Background: an optimization exercise with open tools, aiming at small area. Do not read the settings as production practice. Where RTL was checked, it was by simulation tests only, not by an equivalence proof against the original. Function not checked in run 3: the RTL went through the layout flow alone.

===== config.mk =====
export PLATFORM = sky130hd
export DESIGN_NAME = conv_top
export DESIGN_NICKNAME = conv_top
export VERILOG_FILES = /design/flow/design.v
export SDC_FILE = /design/flow/constraint.sdc
export NUM_CORES = 4
export LEC_CHECK = 0
export ABC_AREA = 1
export CAP_MARGIN = 20
export CORE_MARGIN = 2
export CORE_UTILIZATION = 55
export CTS_CLUSTER_DIAMETER = 50
export CTS_CLUSTER_SIZE = 10
export SLEW_MARGIN = 20

===== constraint.sdc =====
create_clock -name core_clock -period 12.5 [get_ports {clk}]
set_input_delay 2.5000 -clock core_clock [delete_from_list [all_inputs] [get_ports {clk}]]
set_output_delay 2.5000 -clock core_clock [all_outputs]
set_load 0.01 [all_outputs]

===== design.v =====
`default_nettype none
package conv_pkg;
    localparam int PIX_W    = 20;    
    localparam int FRAC_W   = 16;
    localparam int ACC_W    = 40;    
    localparam int ADDR_W   = 12;    
    localparam int NUM_TAPS = 9;     
    typedef logic signed [PIX_W-1:0] pix_t;
    function automatic logic [PIX_W-1:0] kernel_w(input logic kernel, input logic [3:0] index);
        logic [PIX_W-1:0] w;
        case ({kernel, index})
            5'h00: w = 20'h0A89E;  5'h01: w = 20'h092D5;  5'h02: w = 20'h06D43;
            5'h03: w = 20'h01004;  5'h04: w = 20'hF8F71;  5'h05: w = 20'hF6E54;
            5'h06: w = 20'hFA6D7;  5'h07: w = 20'hFC834;  5'h08: w = 20'hFAC19;
            5'h10: w = 20'hFDB55;  5'h11: w = 20'h02992;  5'h12: w = 20'hFC994;
            5'h13: w = 20'h050FD;  5'h14: w = 20'h02F20;  5'h15: w = 20'h0202D;
            5'h16: w = 20'h03BD7;  5'h17: w = 20'hFD369;  5'h18: w = 20'h05E68;
            default: w = '0;
        endcase
        kernel_w = w;
    endfunction
    function automatic logic [PIX_W-1:0] kernel_bias(input logic kernel);
        kernel_bias = kernel ? 20'hF7295 : 20'h01310;
    endfunction
    localparam logic [2:0] SEL_NONE  = 3'd0;
    localparam logic [2:0] SEL_L0_K0 = 3'd1;    
    localparam logic [2:0] SEL_L0_K1 = 3'd2;
    localparam logic [2:0] SEL_L1_K0 = 3'd3;    
    localparam logic [2:0] SEL_L1_K1 = 3'd4;
    typedef struct packed {
        pix_t       pixel;    
        logic [3:0] index;    
        logic       valid;
        logic       first;    
        logic       last;     
    } tap_t;
    typedef struct packed {
        pix_t              data;
        logic [ADDR_W-1:0] waddr;
        logic              kernel;
        logic              valid;
    } pool_t;
endpackage
`default_nettype wire
`default_nettype none
module conv_mac
#(
    parameter int          ACCW = 25,
    parameter logic [19:0] BC   = '0      
) (
    input  wire        clk,
    input  wire [19:0] x,
    input  wire        en,       
    input  wire        neg,      
    input  wire        bias,     
    input  wire        clr,      
    input  wire        sh,       
    output logic [19:0] res
);
    logic [ACCW-1:0] acc;
    logic [19:0]     xo;
    logic [ACCW-1:0] a, b, s;
    logic [ACCW:0]   c;
    logic            pos, ngx, one;
    assign pos = en & ~neg;      
    assign ngx = en &  neg;      
    assign one = ~en & neg;      
    assign xo  = (x & {20{pos}}) | (~x & {20{ngx}}) | {20{one}} | (BC & {20{bias}});
    always_comb begin
        for (int i = 0; i < ACCW; i++) begin
            a[i] = acc[i];
            b[i] = (i < 20) ? xo[i] : xo[19];
        end
        c[0] = neg;
        for (int i = 0; i < ACCW; i++) begin
            s[i]   = a[i] ^ b[i] ^ c[i];
            c[i+1] = (a[i] & b[i]) | (c[i] & (a[i] ^ b[i]));
        end
    end
    logic [ACCW-1:0] accn;
    always_ff @(posedge clk) begin
        accn <= ~(clr ? '0 : sh ? {s[ACCW-1], s[ACCW-1:1]} : s);
    end
    assign acc = ~accn;
    assign res = acc[19:0];
endmodule
`default_nettype wire
`default_nettype none
module conv_rom_a (
    input  wire [6:0] c,
    output logic [7:0] o
);
  logic new_n16, new_n17, new_n18, new_n19, new_n20, new_n21, new_n22,
    new_n23, new_n24, new_n25, new_n26, new_n27, new_n28, new_n29, new_n30,
    new_n31, new_n32, new_n33, new_n34, new_n35, new_n36, new_n37, new_n38,
    new_n39, new_n40, new_n41, new_n42, new_n43, new_n44, new_n45, new_n46,
    new_n47, new_n48, new_n49, new_n50, new_n51, new_n52, new_n53, new_n54,
    new_n55, new_n56, new_n57, new_n58, new_n59, new_n60, new_n61, new_n62,
    new_n63, new_n64, new_n65, new_n66, new_n67, new_n68, new_n69, new_n70,
    new_n71, new_n72, new_n73, new_n74, new_n75, new_n76, new_n78, new_n79,
    new_n80, new_n81, new_n82, new_n83, new_n84, new_n85, new_n86, new_n87,
    new_n88, new_n89, new_n90, new_n91, new_n92, new_n93, new_n94, new_n95,
    new_n97, new_n98, new_n99, new_n100, new_n101, new_n102, new_n103,
    new_n104, new_n105, new_n106, new_n107, new_n108, new_n109, new_n110,
    new_n111, new_n112, new_n113, new_n114, new_n115, new_n116, new_n117,
    new_n118, new_n120, new_n121, new_n122, new_n123, new_n124, new_n125,
    new_n126, new_n127, new_n128, new_n129, new_n130, new_n131, new_n132,
    new_n133, new_n134, new_n135, new_n136, new_n137, new_n139, new_n140,
    new_n141, new_n142, new_n143, new_n144, new_n145, new_n146, new_n147,
    new_n148, new_n150, new_n151, new_n152, new_n154, new_n155, new_n156,
    new_n157, new_n158, new_n160, new_n161, new_n162, new_n163, new_n164,
    new_n165, new_n166, new_n167, new_n168, new_n169, new_n170;
  assign new_n16 = ~c[5] & c[3];
  assign new_n17 = c[1] & ~c[0];
  assign new_n18 = ~c[4] & c[2];
  assign new_n19 = c[0] & new_n16;
  assign new_n20 = new_n18 & ~new_n19;
  assign new_n21 = ~c[4] & ~c[2];
  assign new_n22 = c[5] & ~c[3];
  assign new_n23 = c[5] & ~c[1];
  assign new_n24 = ~new_n22 & ~new_n23;
  assign new_n25 = new_n21 & new_n24;
  assign new_n26 = ~new_n20 & ~new_n25;
  assign new_n27 = ~new_n17 & ~new_n26;
  assign new_n28 = c[4] & new_n17;
  assign new_n29 = ~new_n27 & ~new_n28;
  assign new_n30 = new_n16 & ~new_n29;
  assign new_n31 = c[1] & c[0];
  assign new_n32 = ~c[3] & new_n31;
  assign new_n33 = ~c[4] & new_n32;
  assign new_n34 = ~new_n25 & new_n33;
  assign new_n35 = ~c[5] & ~c[3];
  assign new_n36 = c[5] & c[3];
  assign new_n37 = ~new_n35 & ~new_n36;
  assign new_n38 = c[4] & ~c[2];
  assign new_n39 = c[1] & new_n38;
  assign new_n40 = ~c[1] & c[0];
  assign new_n41 = c[2] & new_n40;
  assign new_n42 = ~new_n39 & ~new_n41;
  assign new_n43 = ~new_n37 & ~new_n42;
  assign new_n44 = ~new_n34 & ~new_n43;
  assign new_n45 = ~new_n30 & new_n44;
  assign new_n46 = ~new_n16 & new_n40;
  assign new_n47 = ~c[1] & new_n18;
  assign new_n48 = ~new_n20 & ~new_n47;
  assign new_n49 = ~new_n46 & ~new_n48;
  assign new_n50 = c[5] & ~new_n38;
  assign new_n51 = new_n31 & new_n50;
  assign new_n52 = ~new_n18 & ~new_n51;
  assign new_n53 = ~new_n49 & ~new_n52;
  assign new_n54 = ~c[4] & c[3];
  assign new_n55 = ~new_n22 & ~new_n54;
  assign new_n56 = new_n17 & new_n55;
  assign new_n57 = c[2] & new_n56;
  assign new_n58 = ~c[3] & new_n18;
  assign new_n59 = ~new_n39 & ~new_n58;
  assign new_n60 = ~c[4] & c[0];
  assign new_n61 = new_n59 & ~new_n60;
  assign new_n62 = new_n22 & ~new_n61;
  assign new_n63 = ~new_n57 & ~new_n62;
  assign new_n64 = ~new_n53 & new_n63;
  assign new_n65 = ~c[1] & ~c[0];
  assign new_n66 = new_n37 & new_n65;
  assign new_n67 = c[4] & ~new_n66;
  assign new_n68 = new_n22 & ~new_n67;
  assign new_n69 = new_n64 & new_n68;
  assign new_n70 = ~c[1] & new_n21;
  assign new_n71 = c[4] & c[2];
  assign new_n72 = new_n40 & new_n71;
  assign new_n73 = ~new_n70 & ~new_n72;
  assign new_n74 = c[3] & ~new_n73;
  assign new_n75 = ~new_n69 & ~new_n74;
  assign new_n76 = new_n45 & new_n75;
  assign o[7] = ~c[6] & ~new_n76;
  assign new_n78 = ~c[1] & new_n38;
  assign new_n79 = c[0] & new_n78;
  assign new_n80 = ~new_n28 & ~new_n79;
  assign new_n81 = new_n22 & ~new_n80;
  assign new_n82 = c[2] & new_n65;
  assign new_n83 = ~new_n71 & ~new_n82;
  assign new_n84 = new_n32 & ~new_n83;
  assign new_n85 = ~c[0] & new_n58;
  assign new_n86 = new_n55 & new_n65;
  assign new_n87 = ~new_n85 & ~new_n86;
  assign new_n88 = ~new_n84 & new_n87;
  assign new_n89 = c[5] & new_n25;
  assign new_n90 = c[1] & new_n18;
  assign new_n91 = ~new_n78 & ~new_n90;
  assign new_n92 = new_n16 & ~new_n91;
  assign new_n93 = ~new_n89 & ~new_n92;
  assign new_n94 = new_n88 & new_n93;
  assign new_n95 = ~new_n81 & new_n94;
  assign o[6] = ~c[6] & ~new_n95;
  assign new_n97 = c[5] & ~new_n59;
  assign new_n98 = ~c[2] & new_n16;
  assign new_n99 = c[1] & new_n98;
  assign new_n100 = c[0] & ~new_n99;
  assign new_n101 = ~new_n97 & new_n100;
  assign new_n102 = ~new_n16 & ~new_n38;
  assign new_n103 = c[1] & ~new_n102;
  assign new_n104 = new_n101 & new_n103;
  assign new_n105 = ~new_n56 & ~new_n66;
  assign new_n106 = ~c[4] & ~new_n105;
  assign new_n107 = ~new_n24 & new_n71;
  assign new_n108 = ~new_n98 & ~new_n107;
  assign new_n109 = ~c[0] & ~new_n108;
  assign new_n110 = ~new_n106 & ~new_n109;
  assign new_n111 = ~new_n104 & new_n110;
  assign new_n112 = new_n17 & new_n21;
  assign new_n113 = new_n18 & new_n31;
  assign new_n114 = ~new_n18 & new_n40;
  assign new_n115 = ~new_n113 & ~new_n114;
  assign new_n116 = ~new_n112 & new_n115;
  assign new_n117 = new_n36 & ~new_n116;
  assign new_n118 = new_n111 & ~new_n117;
  assign o[5] = ~c[6] & ~new_n118;
  assign new_n120 = new_n40 & new_n45;
  assign new_n121 = ~new_n84 & ~new_n120;
  assign new_n122 = ~c[5] & ~new_n121;
  assign new_n123 = new_n36 & new_n78;
  assign new_n124 = new_n64 & ~new_n123;
  assign new_n125 = c[2] & ~new_n36;
  assign new_n126 = ~c[0] & ~new_n125;
  assign new_n127 = ~new_n124 & new_n126;
  assign new_n128 = ~new_n37 & new_n47;
  assign new_n129 = c[1] & new_n22;
  assign new_n130 = ~new_n67 & new_n129;
  assign new_n131 = new_n35 & new_n38;
  assign new_n132 = ~c[0] & ~new_n131;
  assign new_n133 = ~new_n130 & new_n132;
  assign new_n134 = ~new_n101 & ~new_n133;
  assign new_n135 = ~new_n128 & ~new_n134;
  assign new_n136 = ~new_n127 & new_n135;
  assign new_n137 = ~new_n122 & new_n136;
  assign o[4] = ~c[6] & ~new_n137;
  assign new_n139 = ~c[5] & ~new_n83;
  assign new_n140 = ~new_n111 & new_n139;
  assign new_n141 = c[3] & new_n79;
  assign new_n142 = new_n21 & ~new_n31;
  assign new_n143 = ~new_n39 & ~new_n142;
  assign new_n144 = new_n35 & ~new_n143;
  assign new_n145 = new_n22 & new_n72;
  assign new_n146 = ~c[6] & ~new_n145;
  assign new_n147 = ~new_n144 & new_n146;
  assign new_n148 = ~new_n141 & new_n147;
  assign o[3] = ~new_n140 & new_n148;
  assign new_n150 = ~new_n67 & ~new_n98;
  assign new_n151 = new_n65 & ~new_n150;
  assign new_n152 = new_n124 & ~new_n151;
  assign o[2] = ~c[6] & ~new_n152;
  assign new_n154 = new_n36 & ~new_n83;
  assign new_n155 = ~c[5] & new_n33;
  assign new_n156 = ~c[3] & new_n47;
  assign new_n157 = ~c[6] & ~new_n156;
  assign new_n158 = ~new_n155 & new_n157;
  assign o[1] = ~new_n154 & new_n158;
  assign new_n160 = c[0] & ~new_n129;
  assign new_n161 = ~new_n16 & new_n17;
  assign new_n162 = c[2] & ~new_n161;
  assign new_n163 = ~new_n160 & new_n162;
  assign new_n164 = new_n35 & new_n40;
  assign new_n165 = new_n31 & new_n36;
  assign new_n166 = ~new_n164 & ~new_n165;
  assign new_n167 = ~c[2] & ~new_n166;
  assign new_n168 = new_n67 & ~new_n167;
  assign new_n169 = ~new_n163 & new_n168;
  assign new_n170 = ~c[6] & ~new_n27;
  assign o[0] = ~new_n169 & new_n170;
endmodule
`default_nettype wire
`default_nettype none
module conv_rom_b (
    input  wire [6:0] c,
    output logic [7:0] o
);
  logic new_n16, new_n17, new_n18, new_n19, new_n20, new_n21, new_n22,
    new_n23, new_n24, new_n25, new_n26, new_n27, new_n28, new_n29, new_n30,
    new_n31, new_n32, new_n33, new_n34, new_n35, new_n36, new_n37, new_n38,
    new_n39, new_n40, new_n41, new_n42, new_n43, new_n44, new_n46, new_n47,
    new_n48, new_n49, new_n50, new_n51, new_n52, new_n53, new_n54, new_n55,
    new_n56, new_n57, new_n58, new_n59, new_n60, new_n62, new_n63, new_n64,
    new_n67, new_n70;
  assign new_n16 = ~c[2] & ~c[0];
  assign new_n17 = c[5] & ~c[4];
  assign new_n18 = ~c[3] & new_n17;
  assign new_n19 = ~new_n16 & new_n18;
  assign new_n20 = ~c[1] & ~new_n19;
  assign new_n21 = c[5] & c[3];
  assign new_n22 = c[0] & new_n21;
  assign new_n23 = c[2] & c[0];
  assign new_n24 = ~new_n16 & ~new_n23;
  assign new_n25 = ~c[4] & ~new_n16;
  assign new_n26 = c[5] & ~new_n25;
  assign new_n27 = new_n24 & ~new_n26;
  assign new_n28 = new_n22 & new_n27;
  assign new_n29 = ~c[4] & ~c[3];
  assign new_n30 = ~new_n21 & ~new_n29;
  assign new_n31 = c[4] & c[3];
  assign new_n32 = ~c[5] & ~c[2];
  assign new_n33 = ~new_n31 & new_n32;
  assign new_n34 = ~c[0] & ~new_n33;
  assign new_n35 = new_n30 & new_n34;
  assign new_n36 = ~new_n17 & new_n23;
  assign new_n37 = ~new_n30 & new_n36;
  assign new_n38 = ~new_n35 & ~new_n37;
  assign new_n39 = ~new_n28 & new_n38;
  assign new_n40 = new_n16 & ~new_n29;
  assign new_n41 = new_n39 & new_n40;
  assign new_n42 = new_n20 & ~new_n41;
  assign new_n43 = c[1] & new_n39;
  assign new_n44 = ~c[6] & ~new_n43;
  assign o[7] = ~new_n42 & new_n44;
  assign new_n46 = ~new_n18 & ~new_n24;
  assign new_n47 = c[1] & ~new_n46;
  assign new_n48 = ~c[5] & new_n31;
  assign new_n49 = ~new_n22 & new_n24;
  assign new_n50 = ~new_n48 & new_n49;
  assign new_n51 = new_n47 & ~new_n50;
  assign new_n52 = ~new_n24 & new_n26;
  assign new_n53 = ~c[4] & ~c[0];
  assign new_n54 = c[1] & ~new_n53;
  assign new_n55 = c[0] & new_n31;
  assign new_n56 = ~new_n29 & ~new_n55;
  assign new_n57 = ~new_n54 & new_n56;
  assign new_n58 = ~new_n27 & new_n57;
  assign new_n59 = ~new_n52 & new_n58;
  assign new_n60 = ~new_n51 & ~new_n59;
  assign o[6] = ~c[6] & ~new_n60;
  assign new_n62 = c[6] & new_n29;
  assign new_n63 = new_n32 & new_n62;
  assign new_n64 = new_n20 & new_n62;
  assign o[0] = new_n23 & new_n64;
  assign o[2] = ~new_n47 & new_n63;
  assign new_n67 = c[1] & o[2];
  assign o[3] = o[0] | new_n67;
  assign o[4] = new_n24 & new_n64;
  assign new_n70 = c[6] & ~o[4];
  assign o[1] = o[3] | ~new_n70;
  assign o[5] = new_n63 & ~o[1];
endmodule
`default_nettype wire
`default_nettype none
module conv_top
#(
    parameter int IMG_BITS = 6    
) (
    input  wire               clk,
    input  wire               rst,
    input  wire               ready,
    input  wire [19:0]        idata,
    input  wire [19:0]        cdata_rd,
    output logic              busy,
    output logic              cwr,
    output logic              crd,
    output logic [11:0]       iaddr,
    output logic [11:0]       caddr_wr,
    output logic [11:0]       caddr_rd,
    output logic [19:0]       cdata_wr,
    output logic [2:0]        csel
);
    logic [7-1:0]     cyc;        
    logic [11:0]     pix;        
    logic            flag;       
    logic rm, rp, cm, cp, p0, q0, p1, q1;
    logic sh0, sh1, wr, rd, pw, kb, pb, lc;
    logic [8-1:0] rom_a, ctl;
    logic [8-1:0] rom_b;
    logic [7-1:0] cyc_nx;
    conv_rom_a u_rom_a (.c (cyc_nx), .o (rom_a));
    conv_rom_b u_rom_b (.c (cyc), .o (rom_b));
    assign {rm, rp, cm, cp, p0, q0, p1, q1} = ctl;
    assign {sh0, sh1, wr, rd, pw, kb, pb, lc} = rom_b;
    logic [9:0]      blk_nx;
    logic [1:0]      sub_nx;
    logic [11:0]     pix_inc;
    logic            blk_adv, img_end;
    assign blk_adv = lc & pix[1] & pix[0];
    assign img_end = blk_adv & (pix[11:2] == 10'h200);
    assign sub_nx  = {pix[1] ^ (lc & pix[0]), pix[0] ^ lc};
    assign blk_nx  = {pix[10:2], ~(pix[11] ^ pix[8]) ^ (pix[10:2] == 9'h1FF)};
    assign pix_inc = {blk_adv ? blk_nx : pix[11:2], sub_nx};
    logic [7:0]   cc;         
    logic [7-1:0] cyc_inc;
    always_comb begin
        cc[0] = 1'b1;
        for (int i = 0; i < 7; i++) begin
            cyc_inc[i] = cyc[i] ^ cc[i];
            cc[i+1]    = cyc[i] & cc[i];
        end
    end
    always_ff @(posedge clk or posedge rst) begin
        if (rst)
            busy <= 1'b0;
        else if (busy)
            busy <= !img_end;
        else
            busy <= ready;
    end
    assign cyc_nx = (busy && !lc) ? cyc_inc : '0;
    always_ff @(posedge clk) begin
        cyc <= cyc_nx;
        ctl <= rom_a;
        pix <= busy ? pix_inc : 12'd0;
    end
    logic [5:0] row, col, nrow, ncol;
    logic [6:0] rt, ct;
    logic       pad;
    assign row = {pix[11:7], pix[1]};
    assign col = {pix[6:2],  pix[0]};
    always_comb begin
        rt[0] = rm | rp;
        ct[0] = cm | cp;
        for (int i = 0; i < 6; i++) begin
            nrow[i]  = row[i] ^ rt[i];
            ncol[i]  = col[i] ^ ct[i];
            rt[i+1]  = rt[i] & (row[i] ^ rm);
            ct[i+1]  = ct[i] & (col[i] ^ cm);
        end
    end
    assign pad   = rt[6] | ct[6];    
    assign iaddr = {nrow, ncol};
    logic        en0, en1;
    logic [19:0] res0, res1;
    logic nz0, ng0, bs0, nz1, ng1, bs1;
    assign nz0 = p0;
    assign ng0 = p0 & q0;
    assign bs0 = ~p0 & q0;
    assign nz1 = p1;
    assign ng1 = p1 & q1;
    assign bs1 = ~p1 & q1;
    assign en0 = nz0 & ~pad;
    assign en1 = nz1 & ~pad;
    logic clr;
    assign clr = lc | ~busy;    
    conv_mac #(.ACCW(23), .BC(20'h02621)) u_mac0 (
        .clk (clk), .x (idata), .en (en0), .neg (ng0), .bias (bs0),
        .clr (clr), .sh (sh0), .res (res0)
    );
    conv_mac #(.ACCW(23), .BC(20'hEE52B)) u_mac1 (
        .clk (clk), .x (idata), .en (en1), .neg (ng1), .bias (bs1),
        .clr (clr), .sh (sh1), .res (res1)
    );
    logic [18:0] val;
    logic [19:0] gc;             
    logic        k0, k1;
    assign k0  = ~kb & ~res0[19];                    
    assign k1  =  kb & ~res1[19];
    assign val = (res0[18:0] & {19{k0}}) | (res1[18:0] & {19{k1}});
    always_comb begin
        gc[0] = 1'b0;
        for (int i = 0; i < 19; i++)
            gc[i+1] = (val[i] & ~cdata_rd[i]) | (gc[i] & (val[i] | ~cdata_rd[i]));
    end
    always_ff @(posedge clk) begin
        if (rd)
            flag <= gc[19] || (pix[1:0] == 2'd0);    
    end
    assign cwr      = busy && (wr || (pw && flag));
    assign crd      = busy && rd;
    assign csel     = {pb & kb, pb ^ kb, ~kb};
    assign caddr_rd = {2'b00, pix[11:7], pix[6:2]};
    assign caddr_wr = pb ? caddr_rd : {pix[11:7], pix[1], pix[6:2], pix[0]};
    assign cdata_wr = {1'b0, val};
endmodule
`default_nettype wire

===== flow/run.sh =====
#!/bin/bash
set -euo pipefail
rm -rf scripts_area
cp -r "$FLOW_HOME/scripts" scripts_area
cp flow/abc_area.script scripts_area/abc_area.script
export BUFFER_PORTS_ARGS="-buffer_cell sky130_fd_sc_hd__buf_1"
export CTS_ARGS="-repair_clock_nets -dont_use_dummy_load -buf_list sky130_fd_sc_hd__clkbuf_8"
bash standard.sh ABC_AREA=1 SCRIPTS_DIR="$PWD/scripts_area" > standard.log 2>&1

===== flow/abc_area.script =====
strash
&get -n
&deepsyn -T 60
&put
dch -f
amap
topo

===== standard.sh =====
#!/bin/bash
# synth_recipe.tcl (not shown) runs the flow's synth.tcl, then flattens the netlist and writes it again
# the make line also repeats each setting of config.mk as NAME=value (left out here)
make -C /OpenROAD-flow-scripts/flow DESIGN_CONFIG=/design/flow/config.mk WORK_HOME=/design/flow/orfs CLKGATE_MAP_FILE= SYNTH_SCRIPT=/design/flow/synth_recipe.tcl "${@:-finish}"

==> flow_summary.ini, run 1 <==
[status]
status = timing/DRC/antenna clean

[critical_path]
timing_worst_setup_path_type = input pin to flop
worstReg2RegEnd = u_mac1.accn[22]
cp-start-kind = input pin
ff2ff_path_depth = 42
r2r_setup_slack_ps = 640
end_kind = flop
cpPeakStageDelay_ps = 450
cp_slowest_cell = fa_1
r2r_start = pix[1]
cp_max_fo = 4
arrival_ps = 12320
crit_required_ps = 12710
cp_common_cell = fa_1

[clock_tree]
clock_path_buffers = 2
clk_pin_slew_ps = 80
clock_latency_ps = 360
cts.sinks = 75
cts_buffers = 9
postCtsHoldBufs = 0
cts_tree = done
root_buffer = clkbuf_8
cts.htree.levels = 3

[floorplanning]
die-width_um = 102
start_util = 0.572
coreArea_um2 = 9280
rows = 35
die_h_um = 102
pin_count = 105
dieArea_um2 = 10500

[timing]
relSlewSlack = 0.395
max_freq_mhz = 82.6
finalSetupViolCount = 0
setup_slack_ps = 388
hold_violations = 0
finalClockSkew_ps = 36.0
worst_slew_pin_slew_ps = 905
final.min_clock_period_ps = 12110
rsz0062_at_grt = false
slew_violations = 0
period_share = 0.969

[logic_synthesis]
netlist_instances = 650
synth_top_area_share = 0.275
yosys_register_bits = 75
ys_types = 38
yosysTopAreaCell = dfxtp_1
syn_area_per_cell_um2 = 8.17
synth-edff-count = 1
async_flop_share = 0.0133
syn_area_um2 = 5310
synth_area_leaders = dfxtp_1, fa_1, o22ai_1, clkinv_1, o22a_1
yosysSeqAreaShare = 0.286
ys.flop_type = dfxtp_1
yosys_warnings = 3

[cells_and_area]
fin_nets = 861
layout_commonest_cell = clkinv_1
fillers = 832
diodes = 0
final_cell_mix = clkinv_1, buf_1, nor2_1, dfxtp_1, o22ai_1
area_growth_pct = 13.3
final_core_util = 0.648
final-instance-count-excl-fill = 888
multi_input_area_um2 = 3330
drive_above_1_share = 0.0527
fin_area_um2 = 6010
seq_area_um2 = 1520

[min_path]
hold_path_class = flop to flop
hold_depth = 2
hold_start = pix[3]
hold_path_end = pix[4]

[routing]
ant_nets = 0
drc = 0
num_vias = 5351
wirelength_um = 14900
wl_per_cell_um = 16.8
drtIter0Drc = 280
routed_via_density = 6.03
dr.pass1.iters = 5

[placed_design]
hpwl_um = 11400
place_congestion = 0.928
pre_cts_slack_ps = -499
placed_cells = 879
port-buffer-count = 100
dpl_cell_area_um2 = 5840

[grt]
track_usage = 0.295
grt_pass1_wl_um = 24000
grt_max_degree = 23
antenna_found_initial = 0
gr-total-overflow = 0
grt_pass1_vias = 5018

[job]
maxCapViolCount = 0
[metal layers]
metal	up-vias	GRT usage	wire length, µm
met5	-	0	0
met4	0	0.0974	226
met3	25	0.0554	1110
met2	228	0.483	7080
met1	2542	0.397	6490
li1	2556	-	-
[timing repair]
item,in CTS,in global routing
pin swaps,0,0
gates resized for setup,5,16
buffers inserted,0,0
setup endpoints to repair,3,6
[per-stage QoR]
step	setup TNS [ps]	hold WS, ps
after floorplan	0	504
after global placement	-1150	560
after detailed placement	-1990	576
after CTS	0	566
after global routing	0	603
final	0	583
[flip-flops by register name, indices dropped and copies added (netlist names)]
name / count
u_mac0.accn: 23
u_mac1.accn: 23
flag: 1
cyc: 7
pix: 12
ctl: 8
busy: 1
[synthesized netlist by cell type, drive strengths merged (4+ instances only)]
cell type,n
ha,13
o22a,47
buf,13
a22oi,11
a21oi,47
o21ai,20
o221ai,7
a31oi,9
or3,4
nand3,5
nor2,96
clkinv,112
dfxtp,73
a211oi,4
o22ai,69
nor3,16
nand2,31
fa,44
[worst max path at each step]
| stage | end | from | slack [ps] | depth (start not counted) |
|---|---|---|---|---|
| 3_3_place_gp | u_mac1.accn[22] | idata[0] | -300 | 33 |
| 5_1_grt | u_mac1.accn[22] | idata[0] | 20 | 33 |
| 4_1_cts | u_mac0.accn[21] | idata[0] | 20 | 33 |
| 6_report | u_mac1.accn[22] | idata[0] | 390 | 33 |
| 2_1_floorplan | u_mac1.accn[22] | idata[0] | 120 | 32 |
| 3_5_place_dp | u_mac1.accn[21] | idata[0] | -500 | 32 |
[kinds of logic after synthesis]
family | synth area share
compound gates | 0.294
fa+ha+maj | 0.197
buf+inv | 0.0976
flops | 0.286
other cells | 0.000707
simple gates | 0.125
[worst max-delay path, delay by kind of cell]
family                     cells  cell delay [ps]
and+or+nand+nor                4              560
adders and majority gates     22             8750
buffers and inverters          4              360
AOI/OAI and AO/OA              3              170
[area by class of cell]
cell class	instances	share of cell area
Sequential cell	75	0.252
Clock buffer	9	0.0206
Inverter	112	0.0699
Timing Repair Buffer	111	0.0761
Tap cell	129	0.0268
Multi-Input combinational cell	452	0.554
==> run 2: changes to the inputs <==
==> flow/run.sh (replaced) <==
#!/bin/bash
set -euo pipefail
rm -rf scripts_area
cp -r "$FLOW_HOME/scripts" scripts_area
cp flow/abc_area.script scripts_area/abc_area.script
export BUFFER_PORTS_ARGS="-buffer_cell sky130_fd_sc_hd__buf_1"
export CTS_ARGS="-sink_clustering_enable -repair_clock_nets -sink_clustering_size 40 -sink_clustering_max_diameter 300 -sink_clustering_levels 1 -dont_use_dummy_load -buf_list sky130_fd_sc_hd__clkbuf_8"
bash standard.sh ABC_AREA=1 SCRIPTS_DIR="$PWD/scripts_area" > standard.log 2>&1
==> run 2 against run 1 <==
Net effect:
- first-iteration DRC count did not move
- sequential share of layout area did not move
- critical path depth did not move
- area after synthesis did not move
- clock skew did not move
==> flow_summary.ini, run 2 <==
[status]
status = timing/DRC/antenna clean

[timing]
rsz0062_at_grt = false
max_freq_mhz = 82.6
setup_slack_ps = 388
finalClockSkew_ps = 36.0
worst_slew_pin_slew_ps = 905
final.min_clock_period_ps = 12110
hold_violations = 0
relSlewSlack = 0.395
finalSetupViolCount = 0
setup_tns_ps = 0
period_share = 0.969
slew_violations = 0
holdWs_ps = 583

[grt]
met2_usage = 0.483
grt_max_degree = 23
antenna_found_initial = 0
grt_util_met3 = 0.0554
globalRoute.busiestLayer = met2
gr-total-overflow = 0
grt_pass1_vias = 5018
track_usage = 0.295
met1_usage = 0.397
grt_pass1_wl_um = 24000

[logic_synthesis]
async_flop_share = 0.0133
synth_commonest_cells = clkinv_1, nor2_1, dfxtp_1, o22ai_1
ys.flop_type = dfxtp_1
syn_area_um2 = 5310
yosysMostFrequentCell = clkinv_1
synth_top_area_share = 0.275
syn_area_per_cell_um2 = 8.17
yosys_register_bits = 75
yosys_warnings = 3
yosysSeqAreaShare = 0.286
synth_area_leaders = dfxtp_1, fa_1, o22ai_1, clkinv_1, o22a_1
ys_types = 38
yosysTopAreaCell = dfxtp_1
netlist_instances = 650
synth-edff-count = 1

[clock_tree]
postCtsHoldBufs = 0
cts_resized = 5
clk_pin_slew_ps = 80
clock_path_buffers = 2
cts.sinks = 75
cts.htree.levels = 3
cts_tree = done
root_buffer = clkbuf_8
cts_buffers = 9
clock_latency_ps = 360
post-cts-setup-buffers = 0

[job]
maxCapViolCount = 0

[cells_and_area]
fin_area_um2 = 6010
fillers = 832
layout_commonest_cell = clkinv_1
largestRegisters = u_mac0.accn (23), u_mac1.accn (23), pix (12)
drive_above_1_share = 0.0527
fin_nets = 861
diodes = 0
final_cell_mix = clkinv_1, buf_1, nor2_1, dfxtp_1, o22ai_1
area_growth_pct = 13.3

[critical_path]
arrival_ps = 12320
cpPeakStageDelay_ps = 450
ff2ff_path_depth = 42
cp_slowest_cell = fa_1
end_kind = flop
timing_worst_setup_path_type = input pin to flop
cp_common_cell = fa_1
crit_required_ps = 12710
cp_max_fo = 4
cp-start-kind = input pin

[floorplanning]
dieArea_um2 = 10500
start_util = 0.572
die_h_um = 102
die-width_um = 102
coreArea_um2 = 9280
pin_count = 105
rows = 35

[min_path]
hold_depth = 2
hold_path_class = flop to flop

[routing]
drtIter0Drc = 280
routed_via_density = 6.03
wl_per_cell_um = 16.8
drc = 0
num_vias = 5351
ant_nets = 0
wirelength_um = 14900
dr.pass1.iters = 5

[placed_design]
place_congestion = 0.928
port-buffer-count = 100
pre_cts_slack_ps = -499
dpl_cell_area_um2 = 5840
hpwl_um = 11400
==> run 2: metrics by stage <==
step                       util  cells
after floorplan               -    652
after global placement    0.629    879
after detailed placement  0.629    879
after CTS                 0.644    888
after global routing      0.648    888
final                     0.648    888
==> run 2: logic make-up after synthesis <==
group	after synthesis	synth area share
compound gates	231	0.294
simple gates	161	0.125
buf+inv	125	0.0976
flops	75	0.286
fa+ha+maj	57	0.197
other cells	1	0.000707
==> run 2: layer usage <==
layer  wire (µm)  vias up
met5           0        -
met4         226        0
met3        1110       25
met2        7080      228
met1        6490     2542
li1            -     2556
==> run 2: layout make-up <==
class | count | area [µm²] | share of cell area
Timing Repair Buffer | 111 | 458 | 0.0761
Multi-Input combinational cell | 452 | 3330 | 0.554
Clock buffer | 9 | 124 | 0.0206
Sequential cell | 75 | 1520 | 0.252
Tap cell | 129 | 161 | 0.0268
Inverter | 112 | 420 | 0.0699
==> run 2: final timing paths <==
path,start,to,slack [ps]
max in group asynchronous,rst,busy,10460
setup / recovery,idata[0],u_mac1.accn[22],390
min in group asynchronous,rst,busy,1960
setup reg to reg,pix[1],u_mac1.accn[22],640
hold reg to reg,pix[3],pix[4],580
hold / removal,pix[3],pix[4],580
==> run 2: worst max-delay path, delay by kind of cell <==
| family | cells | cell delay (ps) |
|---|---|---|
| fa+ha+maj | 22 | 8750 |
| simple gates | 4 | 560 |
| buf+inv | 4 | 360 |
| compound gates | 3 | 170 |
==> run 3: changes to the inputs <==
--- a/design.v
+++ b/design.v
@@ -77,11 +77,9 @@
             c[i+1] = (a[i] & b[i]) | (c[i] & (a[i] ^ b[i]));
         end
     end
-    logic [ACCW-1:0] accn;
     always_ff @(posedge clk) begin
-        accn <= ~(clr ? '0 : sh ? {s[ACCW-1], s[ACCW-1:1]} : s);
+        acc <= clr ? '0 : sh ? {s[ACCW-1], s[ACCW-1:1]} : s;
     end
-    assign acc = ~accn;
     assign res = acc[19:0];
 endmodule
 `default_nettype wire
@@ -370,18 +368,16 @@
     conv_rom_b u_rom_b (.c (cyc), .o (rom_b));
     assign {rm, rp, cm, cp, p0, q0, p1, q1} = ctl;
     assign {sh0, sh1, wr, rd, pw, kb, pb, lc} = rom_b;
-    logic [9:0]      blk_nx;
-    logic [1:0]      sub_nx;
+    logic [12:0]     pc;         
     logic [11:0]     pix_inc;
-    logic            blk_adv, img_end;
-    assign blk_adv = lc & pix[1] & pix[0];
-    assign img_end = blk_adv & (pix[11:2] == 10'h200);
-    assign sub_nx  = {pix[1] ^ (lc & pix[0]), pix[0] ^ lc};
-    assign blk_nx  = {pix[10:2], ~(pix[11] ^ pix[8]) ^ (pix[10:2] == 9'h1FF)};
-    assign pix_inc = {blk_adv ? blk_nx : pix[11:2], sub_nx};
     logic [7:0]   cc;         
     logic [7-1:0] cyc_inc;
     always_comb begin
+        pc[0] = lc;
+        for (int i = 0; i < 12; i++) begin
+            pix_inc[i] = pix[i] ^ pc[i];
+            pc[i+1]    = pix[i] & pc[i];
+        end
         cc[0] = 1'b1;
         for (int i = 0; i < 7; i++) begin
             cyc_inc[i] = cyc[i] ^ cc[i];
@@ -392,19 +388,31 @@
         if (rst)
             busy <= 1'b0;
         else if (busy)
-            busy <= !img_end;
+            busy <= !(lc && pc[12]);
         else
             busy <= ready;
     end
     assign cyc_nx = (busy && !lc) ? cyc_inc : '0;
     always_ff @(posedge clk) begin
         cyc <= cyc_nx;
-        ctl <= rom_a;
-        pix <= busy ? pix_inc : 12'd0;
+        ctl <= ctl_nx;
+        pix <= pix_nx;
     end
+    logic [11:0] pix_nx;
+    logic [5:0]  row_n, col_n;
+    logic        rm_n, rp_n, cm_n, cp_n, p0_n, q0_n, p1_n, q1_n, pad_n;
+    logic [8-1:0] ctl_nx;
+    assign {rm_n, rp_n, cm_n, cp_n, p0_n, q0_n, p1_n, q1_n} = rom_a;
+    assign pix_nx = busy ? pix_inc : 12'd0;
+    assign row_n  = {pix_nx[11:7], pix_nx[1]};
+    assign col_n  = {pix_nx[6:2],  pix_nx[0]};
+    assign pad_n  = (rm_n && row_n == 6'd0) || (rp_n && row_n == 6'd63) ||
+                    (cm_n && col_n == 6'd0) || (cp_n && col_n == 6'd63);
+    assign ctl_nx = {rm_n, rp_n, cm_n, cp_n,
+                     p0_n & ~pad_n, q0_n & ~(p0_n & pad_n),
+                     p1_n & ~pad_n, q1_n & ~(p1_n & pad_n)};
     logic [5:0] row, col, nrow, ncol;
     logic [6:0] rt, ct;
-    logic       pad;
     assign row = {pix[11:7], pix[1]};
     assign col = {pix[6:2],  pix[0]};
     always_comb begin
@@ -417,7 +425,6 @@
             ct[i+1]  = ct[i] & (col[i] ^ cm);
         end
     end
-    assign pad   = rt[6] | ct[6];    
     assign iaddr = {nrow, ncol};
     logic        en0, en1;
     logic [19:0] res0, res1;
@@ -428,8 +435,8 @@
     assign nz1 = p1;
     assign ng1 = p1 & q1;
     assign bs1 = ~p1 & q1;
-    assign en0 = nz0 & ~pad;
-    assign en1 = nz1 & ~pad;
+    assign en0 = nz0;
+    assign en1 = nz1;
     logic clr;
     assign clr = lc | ~busy;    
     conv_mac #(.ACCW(23), .BC(20'h02621)) u_mac0 (
==> flow/run.sh (replaced) <==
#!/bin/bash
set -euo pipefail
rm -rf scripts_area
cp -r "$FLOW_HOME/scripts" scripts_area
cp flow/abc_area.script scripts_area/abc_area.script
export BUFFER_PORTS_ARGS="-buffer_cell sky130_fd_sc_hd__buf_1"
export CTS_ARGS="-sink_clustering_enable -repair_clock_nets -sink_clustering_size 10 -sink_clustering_max_diameter 50 -dont_use_dummy_load"
bash standard.sh ABC_AREA=1 SCRIPTS_DIR="$PWD/scripts_area" > standard.log 2>&1
==> run 3 against run 2 <==
Net effect:
- first-iteration DRC count is 46% higher
- non-clock buffer count stayed put
- cell count is 3.7% higher
- sequential share of layout area is 0.92 points lower
- highest routed layer unchanged
==> flow_summary.ini, run 3 <==
[logic_synthesis]
synth.area.mux_share = 0
synth-edff-count = 1
synth_compound_area_frac = 0.266
synth_commonest_cells = clkinv_1, o22ai_1, dfxtp_1, nor2_1, fa_1
synth_xor_area_frac = 0
yosysMostFrequentCell = clkinv_1
synth_adder_area_share = 0.215
yosys_register_bits = 75
netlist_instances = 679
synth_top_area_share = 0.266
synth_top_family_by_area = compound AO/OA/AOI/OAI gates
yosys_warnings = 3
syn_area_um2 = 5500
ys_types = 44
syn_area_per_cell_um2 = 8.10
synth_simple_gate_area_frac = 0.125
synth_area_leaders = dfxtp_1, fa_1, o22ai_1, clkinv_1, ha_1
async_flop_share = 0.0133
yosysSeqAreaShare = 0.276
yosysTopAreaCell = dfxtp_1
ys.flop_type = dfxtp_1

[floorplanning]
rows = 36
die-width_um = 104
dieArea_um2 = 10800
pin_count = 105
die_h_um = 104
coreArea_um2 = 9730
start_util = 0.566

[cells_and_area]
multi_input_area_um2 = 3420
fin_nets = 901
drive_above_1_share = 0.0520
layout_commonest_cell = clkinv_1
seq_area_um2 = 1520
final-instance-count-excl-fill = 921
diodes = 0
largestRegisters = u_mac0.acc (23), u_mac1.acc (23), pix (12)
fillers = 856
area_growth_pct = 13.4
final_cell_mix = clkinv_1, buf_1, o22ai_1, dfxtp_1, nor2_1
fin_area_um2 = 6240

[critical_path]
timing_worst_setup_path_type = input pin to flop
cp-start-kind = input pin
crit_required_ps = 12690
r2r_setup_slack_ps = 1740
cp_slowest_cell = fa_1
ff2ff_path_depth = 32
r2r_start = ctl[2]
arrival_ps = 12320
cp_common_cell = fa_1
cp_max_fo = 3
end_kind = flop
worstReg2RegEnd = u_mac0.acc[21]
cpPeakStageDelay_ps = 440

[min_path]
hold_path_class = flop to flop
hold_path_end = busy
hold_depth = 1
hold_start = busy

[routing]
drtIter0Drc = 410
num_vias = 5439
wl_per_cell_um = 16.3
dr.pass1.iters = 7
routed_via_density = 5.91
wirelength_um = 15000
drc = 0
top_layer = met4
wl_met2_um = 7510
ant_nets = 0
drt-met1-wl_um = 6030
wl_met3_um = 903

[grt]
grt_pass1_vias = 5344
track_usage = 0.283
antenna_found_initial = 0
grt_max_degree = 23
gr-total-overflow = 0
grt_pass1_wl_um = 25000

[clock_tree]
cts.htree.levels = 3
cts_buffers = 9
root_buffer = clkbuf_8
cts.sinks = 75
clk_pin_slew_ps = 70
postCtsHoldBufs = 0
clock_latency_ps = 350
clock_path_buffers = 2
cts_tree = done

[timing]
finalSetupViolCount = 0
relSlewSlack = 0.401
slew_violations = 0
hold_violations = 0
worst_slew_pin_slew_ps = 897
period_share = 0.971
max_freq_mhz = 82.4
finalClockSkew_ps = 16.2
final.min_clock_period_ps = 12140

[placed_design]
hpwl_um = 11500
port-buffer-count = 100
dpl_cell_area_um2 = 6040
place_congestion = 0.935
placed_cells = 912

[job]
maxCapViolCount = 0

[status]
status = timing/DRC/antenna clean
-- run 3: how the worst max path moves through the flow --
stage	startpoint	endpoint	slack, ps	cells after the start
global placement	idata[0]	u_mac0.acc[21]	-330	32
finish	idata[0]	u_mac0.acc[21]	360	32
detailed placement	idata[0]	u_mac0.acc[21]	-510	32
global route	idata[0]	u_mac0.acc[21]	-30	32
floorplan	idata[0]	u_mac0.acc[21]	150	31
CTS	idata[0]	u_mac0.acc[21]	50	32
-- run 3: kinds of logic after synthesis --
kind of cell,count (synthesis)
compound gates,217
fa+ha+maj,68
buf+inv,160
flops,75
other cells,1
simple gates,158
-- run 3: stage by stage --
stage | setup TNS, ps | util | hold slack [ps] | setup WS, ps
6_report | 0 | 0.642 | 600 | 363
3_5_place_dp | -2090 | 0.621 | 607 | -508
2_1_floorplan | 0 | - | 574 | 155
5_1_grt | -25.3 | 0.642 | 646 | -25.3
4_1_cts | 0 | 0.636 | 609 | 48.5
3_3_place_gp | -1190 | 0.620 | 574 | -335
-- run 3: layout make-up --
class | instances | area share
clock buffers | 9 | 0.0198
inverters | 147 | 0.0884
multi-input cells | 446 | 0.548
flip-flops and latches | 75 | 0.243
well taps | 133 | 0.0267
repair buffers | 111 | 0.0740
-- run 3: timing repair --
item                                    in CTS  in global routing
gates resized for setup                      9                 17
pin swaps                                    0                  4
endpoints found under the setup margin       4                  5
setup buffers                                0                  0
-- run 3: critical path, delay by kind of cell --
kind                       cells  cell delay (ps)
and+or+nand+nor                2              280
AOI/OAI and AO/OA              4              340
buffers and inverters          4              380
adders and majority gates     22             8820
-- run 3: per-layer routing --
| layer | up-vias | GRT usage |
|---|---|---|
| met5 | - | 0 |
| met2 | 234 | 0.489 |
| met3 | 58 | 0.0426 |
| met4 | 0 | 0.144 |
| met1 | 2526 | 0.343 |
| li1 | 2621 | - |

[what the ideal ports hide]
Ports are ideal in the flow. The routed layouts listed here were re-timed in OpenROAD. Step 1 sets driving cells, clkbuf_16 on the clock port and buf_2 on the other inputs (assumed; they add their load-dependent delay and slew). Step 2 also shifts input and output timing later by t, the mid clock arrival at the registers, as if the neighbouring blocks saw the same clock. Three values: no drivers, after step 1, after step 2; two values: the first two.
run	t, ns	slack for setup (ns)	worst setup path at the end	latest minus earliest clock arrival (ns)	slew at the worst register clock pin (ns)
run 1	0.378	0.388 / 0.396 / 0.018	input to register	0.036 / 0.036	0.09 / 0.09
run 2	0.378	0.388 / 0.396 / 0.018	input to register	0.036 / 0.036	0.09 / 0.09
run 3	0.376	0.363 / 0.374 / -0.002	input to register	0.017 / 0.016	0.08 / 0.08
With both steps, setup timing fails in run 3, where it was met with ideal ports.
